Background: an optimization exercise with open tools, aiming at a short achievable clock period and few clock cycles. Do not read the settings as production practice. For this run, only the layout was checked, not whether the RTL still works. Power is estimated from default activity; no workload was simulated.

### design/flow/config.mk
export PLATFORM = sky130hd
export DESIGN_NAME = dcache_ctrl
export DESIGN_NICKNAME = dcache_ctrl
export VERILOG_FILES = /design/flow/design.v
export SDC_FILE = /design/flow/constraint.sdc
export NUM_CORES = 4
export LEC_CHECK = 0
export CAP_MARGIN = 20
export CORE_MARGIN = 2
export CORE_UTILIZATION = 40
export PLACE_DENSITY = 0.6
export SETUP_SLACK_MARGIN = 2.5
export SLEW_MARGIN = 20
export SYNTH_HIERARCHICAL = 1
export TNS_END_PERCENT = 5
### design/flow/constraint.sdc
create_clock -name core_clock -period 7.0 [get_ports {clk_i}]
set_input_delay 1.4000 -clock core_clock [delete_from_list [all_inputs] [get_ports {clk_i}]]
set_output_delay 1.4000 -clock core_clock [all_outputs]
set_load 0.01 [all_outputs]
### design/flow/design.v
`timescale 1ns/1ps
module dcache_dec16 (
    input  logic [3:0]  idx_i,
    output logic [15:0] sel_o
);
    always_comb for (int i = 0; i < 16; i++) sel_o[i] = (idx_i == i);
endmodule
module dcache_dec64 (
    input  logic [3:0]  idx_i,
    input  logic [1:0]  word_i,
    input  logic        ack_i,
    output logic [63:0] sel_o,
    output logic [3:0]  msel_o
);
    always_comb begin
        for (int i = 0; i < 16; i++)
            for (int w = 0; w < 4; w++)
                sel_o[4*i+w] = !ack_i && (idx_i == i) && (word_i == w);
        for (int w = 0; w < 4; w++) msel_o[w] = ack_i && (word_i == w);
    end
endmodule
module dcache_aoN #(
    parameter int N = 16
) (
    input  logic [N-1:0] sel_i,
    input  logic [N-1:0] d_i,
    output logic         y_o
);
    assign y_o = |(sel_i & d_i);
endmodule
module dcache_hit (
    input  logic [15:0]     sel_i,
    input  logic [15:0]     valid_i,
    input  logic [16*24-1:0] tags_i,
    input  logic [23:0]     tag_i,
    output logic            hit_o
);
    always_comb begin
        hit_o = 1'b0;
        for (int i = 0; i < 16; i++)
            hit_o = hit_o | (sel_i[i] && valid_i[i] && (tags_i[24*i +: 24] == tag_i));
    end
endmodule
module dcache_ctrl #(
    parameter int INDEX_BITS = 4
) (
    input  logic         clk_i,
    input  logic         rst_i,
    input  logic         cpu_req_i,
    input  logic         cpu_we_i,
    input  logic [31:0]  cpu_addr_i,
    input  logic [31:0]  cpu_data_i,
    output logic [31:0]  cpu_data_o,
    output logic         cpu_stall_o,
    output logic         mem_req_o,
    output logic         mem_we_o,
    output logic [31:0]  mem_addr_o,
    output logic [127:0] mem_data_o,
    input  logic [127:0] mem_data_i,
    input  logic         mem_ack_i
);
    localparam int LINES    = 1 << INDEX_BITS;
    localparam int TAG_BITS = 28 - INDEX_BITS;
    logic [LINES-1:0]      r_valid;
    logic [LINES-1:0]      r_dirty;
    logic [TAG_BITS-1:0]   r_tag  [LINES];
    logic [127:0]          r_data [LINES];
    logic [INDEX_BITS-1:0] w_index;
    logic [TAG_BITS-1:0]   w_tag;
    logic [1:0]            w_word;
    logic                  w_hit;
    logic                  w_victim_dirty;
    logic                  w_wb_done;
    logic                  w_fill_done;
    logic                  w_store_hit;
    logic [127:0]          w_fill_line;
    logic                  w_unused;
    logic [LINES-1:0]      w_sel;
    logic [4*LINES-1:0]    w_rsel;
    logic [3:0]            w_msel;
    logic [LINES-1:0]      w_vd;
    logic [LINES*TAG_BITS-1:0] w_tags;
    logic [TAG_BITS-1:0]   w_victim_tag;
    logic [127:0]          w_line;
    assign w_word   = cpu_addr_i[3:2];
    assign w_index  = cpu_addr_i[INDEX_BITS+3:4];
    assign w_tag    = cpu_addr_i[31:INDEX_BITS+4];
    assign w_unused = ^cpu_addr_i[1:0];
    always_comb begin
        for (int i = 0; i < LINES; i++) begin
            w_vd[i] = r_valid[i] & r_dirty[i];
            w_tags[TAG_BITS*i +: TAG_BITS] = r_tag[i];
        end
    end
    dcache_dec16 u_dec16 (.idx_i(w_index), .sel_o(w_sel));
    dcache_dec64 u_dec64 (.idx_i(w_index), .word_i(w_word), .ack_i(mem_ack_i),
                          .sel_o(w_rsel), .msel_o(w_msel));
    dcache_hit u_hit (.sel_i(w_sel), .valid_i(r_valid), .tags_i(w_tags), .tag_i(w_tag),
                      .hit_o(w_hit));
    dcache_aoN #(.N(LINES)) u_vd (.sel_i(w_sel), .d_i(w_vd), .y_o(w_victim_dirty));
    for (genvar k = 0; k < TAG_BITS; k++) begin : g_vtag
        logic [LINES-1:0] col;
        always_comb for (int i = 0; i < LINES; i++) col[i] = r_tag[i][k];
        dcache_aoN #(.N(LINES)) u_ao (.sel_i(w_sel), .d_i(col), .y_o(w_victim_tag[k]));
    end
    for (genvar k = 0; k < 128; k++) begin : g_line
        logic [LINES-1:0] col;
        always_comb for (int i = 0; i < LINES; i++) col[i] = r_data[i][k];
        dcache_aoN #(.N(LINES)) u_ao (.sel_i(w_sel), .d_i(col), .y_o(w_line[k]));
    end
    for (genvar b = 0; b < 32; b++) begin : g_rd
        logic [4*LINES+3:0] col;
        always_comb begin
            for (int i = 0; i < LINES; i++)
                for (int w = 0; w < 4; w++) col[4*i+w] = r_data[i][32*w+b];
            for (int w = 0; w < 4; w++) col[4*LINES+w] = mem_data_i[32*w+b];
        end
        dcache_aoN #(.N(4*LINES+4)) u_ao (.sel_i({w_msel, w_rsel}), .d_i(col),
                                          .y_o(cpu_data_o[b]));
    end
    assign mem_req_o   = cpu_req_i && !w_hit;
    assign mem_we_o    = w_victim_dirty;
    assign mem_addr_o  = {w_victim_dirty ? w_victim_tag : w_tag, w_index, 4'b0000};
    assign mem_data_o  = w_line;
    assign w_wb_done   = cpu_req_i && mem_ack_i && w_victim_dirty;
    assign w_fill_done = cpu_req_i && mem_ack_i && !w_victim_dirty;
    assign w_store_hit = cpu_req_i && w_hit && cpu_we_i;
    assign cpu_stall_o = cpu_req_i && !w_hit && !(mem_ack_i && !w_victim_dirty);
    always_comb begin
        w_fill_line = mem_data_i;
        if (cpu_we_i) w_fill_line[{w_word, 5'b00000} +: 32] = cpu_data_i;
    end
    always_ff @(posedge clk_i or posedge rst_i) begin
        if (rst_i) begin
            r_valid <= '0;
            r_dirty <= '0;
        end else if (w_fill_done) begin
            r_valid[w_index] <= 1'b1;
            r_dirty[w_index] <= cpu_we_i;
        end else if (w_wb_done) begin
            r_dirty[w_index] <= 1'b0;
        end else if (w_store_hit) begin
            r_dirty[w_index] <= 1'b1;
        end
    end
    always_ff @(posedge clk_i) begin
        if (w_fill_done) begin
            r_data[w_index] <= w_fill_line;
            r_tag[w_index]  <= w_tag;
        end else if (w_store_hit) begin
            r_data[w_index][{w_word, 5'b00000} +: 32] <= cpu_data_i;
        end
    end
endmodule
### design/flow/run.sh
#!/bin/bash
# synth_recipe.tcl (not shown) runs the flow's synth.tcl, then flattens the netlist and writes it again
# the make line also repeats each setting of config.mk as NAME=value (left out here)
make -C /OpenROAD-flow-scripts/flow DESIGN_CONFIG=/design/flow/config.mk WORK_HOME=/design/flow/orfs CLKGATE_MAP_FILE= SYNTH_SCRIPT=/design/flow/synth_recipe.tcl finish
==> key figures <==
Setup path
  – WP data arrival: around 4.2 ns
  – Worst path most repeated cell: buf_12
  – Crit end category: primary output
  – Startpoint Class: primary input
  – Worst path max stage delay: 0.50 ns
  – Slowest cell on the critical path: nand4_1
  – Worst-path fanout max: 10
  – Crit-path cells: buf_8, buf_12, or3_4, buf_6, buf_8, nor2_4, buf_12, buf_12, a22o_1, a221oi_2, nand4_1, nor3_2, nand4_1, buf_2
  – Worst path required time: about 5.6 ns
  – Register-to-Register Path Depth: 15
  – Crit Path Class: primary input to primary output
  – RR Endpoint: r_data[11][11]
  – Worst setup path end: cpu_data_o[7]
  – R2R Setup Slk: 2.54 ns
  – CP Launch Point: cpu_addr_i[7]
  – Reg-to-Reg Start: r_tag[2][4]

Finish
  – Register Area: 73800 sq um
  – Final Util: between 50 and 60%
  – Multi-input gate area: 39300 sq um
  – P&R area growth vs syn: 34.4%
  – Most frequent cells in the layout: edfxtp_1 (2432), a22o_1 (1141), a221oi_2 (792)
  – Fill cell count: 21700
  – Layout Cells excl Fill: 12200
  – Nets@finish: roughly 8400
  – Finished Cell Area: 148000 sq um
  – Most common cell after layout, fill and taps aside: edfxtp_1
  – Layout cells sized above 1: 37.6%

Timing
  – Min cycle time layout: 5.55 ns
  – Least-Margin Pin Slew: 1.30 ns
  – Final hold viol count: 0
  – Final Skew: slightly above 0.07 ns
  – Setup WS post-layout: 1.45 ns
  – Endpoints failing setup: 0
  – Final period util: 79.3%
  – RSZ-0062 raised after global routing: yes
  – Fmax: 180 MHz
  – Slew headroom: 12.3%
  – Max-slew violations: 0
  – TNS Setup: 0 ns

Global route
  – Vias in the first global route: 86800
  – Initial antenna violation count: 67
  – Largest net degree at the start of global routing: 56
  – Overflow after GRT: 0
  – Global Route Usage Sum: 45.4%
  – First-pass GRT wire length: 836 mm

Power
  – Worst IR Drop VDD: around 0.00021 V
  – Int Pwr: 26500 uW
  – PwrDens: 239 nW/um^2
  – Lkg Pwr: 0.0490 uW
  – Psw: 8980 uW
  – Switching portion of total power: 25.3%
  – Comb power frac: 10.7%
  – Clock group share of total power: a little over two fifths
  – Flop pwr share: 47.2%

Clocking
  – CTS clk-pin slew, worst paths: 0.06 ns
  – Max clock buf depth: 4
  – H-tree Lvls: 5
  – Later-pin clock latency in the skew report: 0.98 ns
  – CTS tree: built
  – CTS Buf Count: approximately 280
  – # clock sinks: 2464
  – Hold-fix buffers at CTS: 0
  – CTS Root Cell: clkbuf_16

Routing
  – Wire length per cell: between 50 and 60 um
  – Via count: between 90000 and 100k
  – Detail Route Antenna Nets: 0
  – DRC: 0
  – Drt via density: 7.87
  – Starting DRT DRC Count: 19200
  – Final wirelength: 664 mm
  – Drt pass-1 iters: 9

Die
  – Die Height: roughly 530 um
  – Number of I/O pins: 392
  – Die area: 280000 sq um
  – FP Rows: 192
  – Core Footprint: 274000 sq um
  – Initial Utilization: 40.3%
  – Die X-Extent: around 530 um

Place
  – Placed inst area: 127000 sq um
  – Buffers added on ports: between 300 and 400
  – Setup WS pre-CTS: 0.216 ns
  – HPWL Detailed: about 380 mm
  – RD Place Congestion: 0.993
  – Placed cells: 11000

Logic synthesis
  – Mapped Avg Cell Area: 17.3 sq um
  – Post-synth cell types: 72
  – Number of flops mapped to enable cells by yosys: around 2400
  – Share of the yosys chip area belonging to registers: around 67%
  – Async SR Flop Fraction: 1.30%
  – Synth Instances: 6372
  – Post-Synthesis Cell Area: 110000 sq um
  – Main synth FF type: edfxtp_1
  – Synth Warn #: 10
  – Yosys reg bits: between 2000 and 2500

Run status
  – Outcome: timing/DRC/antenna clean

Flow run
  – Max-cap viol count: 0

Min path
  – Worst hold path class: flip-flop to flip-flop
  – Hold Path Cell Cnt: 1
[final cells by class]
type,count,area share (%)
clock inverters,151,1.09
clock buffers,344,4.94
flip-flops and latches,2464,49.8
repair buffers,1683,14.5
diodes,67,0.113
inverters,9,0.0228
well taps,3686,3.11
multi-input cells,3781,26.5
[modules after synthesis, one instance, submodules excluded, excerpt]
module	flip-flops and latches	cells	times used
dcache_dec64	0	102	1
dcache_hit	0	581	1
dcache_dec16	0	20	1
dcache_ctrl	2464	2948	1
[Yosys cell counts, types with 9 or more instances]
cell         n  share of area [%]
a221oi_1   256                2.0
a221oi_2   804                 11
a22o_1    1183                9.4
a22oi_1    162                1.1
a22oi_2     33               0.37
a32o_1      10              0.091
and2_1      18               0.10
buf_2       46               0.21
buf_4       24               0.16
buf_6       36               0.37
clkbuf_1     9              0.031
dfrtp_1     32               0.73
edfxtp_1  2432                 66
ha_1        14               0.16
inv_1        9              0.031
mux2_2      24               0.24
nand2_1     29              0.099
nand3_1     99               0.45
nand4_1    337                1.9
nor2_1     184               0.63
nor3_1      53               0.24
nor4_1      63               0.36
nor4_2       9               0.10
xnor2_1    145                1.2
xor2_1     241                1.9
[worst min-delay path by stage]
stage          slack, ns        start          end
2_1_floorplan       0.44  r_valid[11]  r_valid[11]
6_report            0.48   r_dirty[5]   r_dirty[5]
3_5_place_dp        0.47   r_dirty[9]   r_dirty[9]
4_1_cts             0.49   r_dirty[5]   r_dirty[5]
5_1_grt             0.50   r_dirty[5]   r_dirty[5]
3_3_place_gp        0.47  r_dirty[15]  r_dirty[15]
[per-layer routing]
layer  up-vias  routed length (um)  track usage, %  share of wire [%]
li1      33000                   -               -                  -
met1     47700              215000            53.0                 32
met2     11600              262000            61.3                 39
met3      3577              115000            23.4                 17
met4        59               71000            37.7                 11
met5         -                1080           0.797               0.16
[state kept, by name, summed over array words and instances (netlist names)]
signal	count
r_data	2048
r_dirty	16
r_tag	384
r_valid	16
[critical path: cells and delay by family]
kind,cells,cell delay (ns)
compound gates,2,0.46
buf+inv,7,1.10
simple gates,5,1.15
[power by group through the flow]
stage | clock network (uW) | registers, uW | logic [uW]
finish | 15000 | 16700 | 3780
global route | 15400 | 16700 | 3770
CTS | 14800 | 16700 | 3390
detailed placement | 0 | 17000 | 3120
global placement | 0 | 17000 | 3100
floorplan | 0 | 16900 | 1420
[logic make-up after synthesis]
logic type,count (synthesis),synth area share (%)
adders and majority gates,14,0.159
AOI/OAI and AO/OA,2504,24.3
other,1,0.00340
and+or+nand+nor,845,4.43
xor gates and xnor gates,386,3.06
DFF,2464,66.9
muxes,26,0.263
buffers and inverters,132,0.883
[stage by stage]
stage	total power (uW)	hold slack [ns]
final	35500	0.482
after global routing	35900	0.496
after CTS	34900	0.486
after detailed placement	20200	0.473
after global placement	20100	0.467
after floorplan	18400	0.441
[timing repair]
action                                  4_1_cts  5_1_grt
cloned                                       80       18
endpoints found under the hold margin         0        0
endpoints found under the setup margin     4283     4243
pin swaps                                   363      326
setup buffers                               374      196
gates resized for setup                    1321      365

-- re-timing with driven ports --
In the flow no input, the clock included, has a driving cell. The finished layout below was timed again as built, in two steps. Step 1, drivers: a clkbuf_16 drives clk_i and a buf_2 each remaining input, both assumed. Step 2 times the ports against the registers' clock, not the clock port: input delays grow and output delays shrink by t, the midpoint of the rising clock arrivals with the driver on. a / b / c = ideal / step 1 / step 2; a / b = the first two.
shift t [ns]: 1.043
setup WS [ns]: 1.449 / 1.354 / 1.067
slew at the worst register clock pin (ns): 0.07 / 0.07
cell pins on the clock port's net: 1
After both steps setup and hold are still met in this run. The setup slack of this run moves by -0.095 ns with the drivers and by -0.382 ns with both steps.
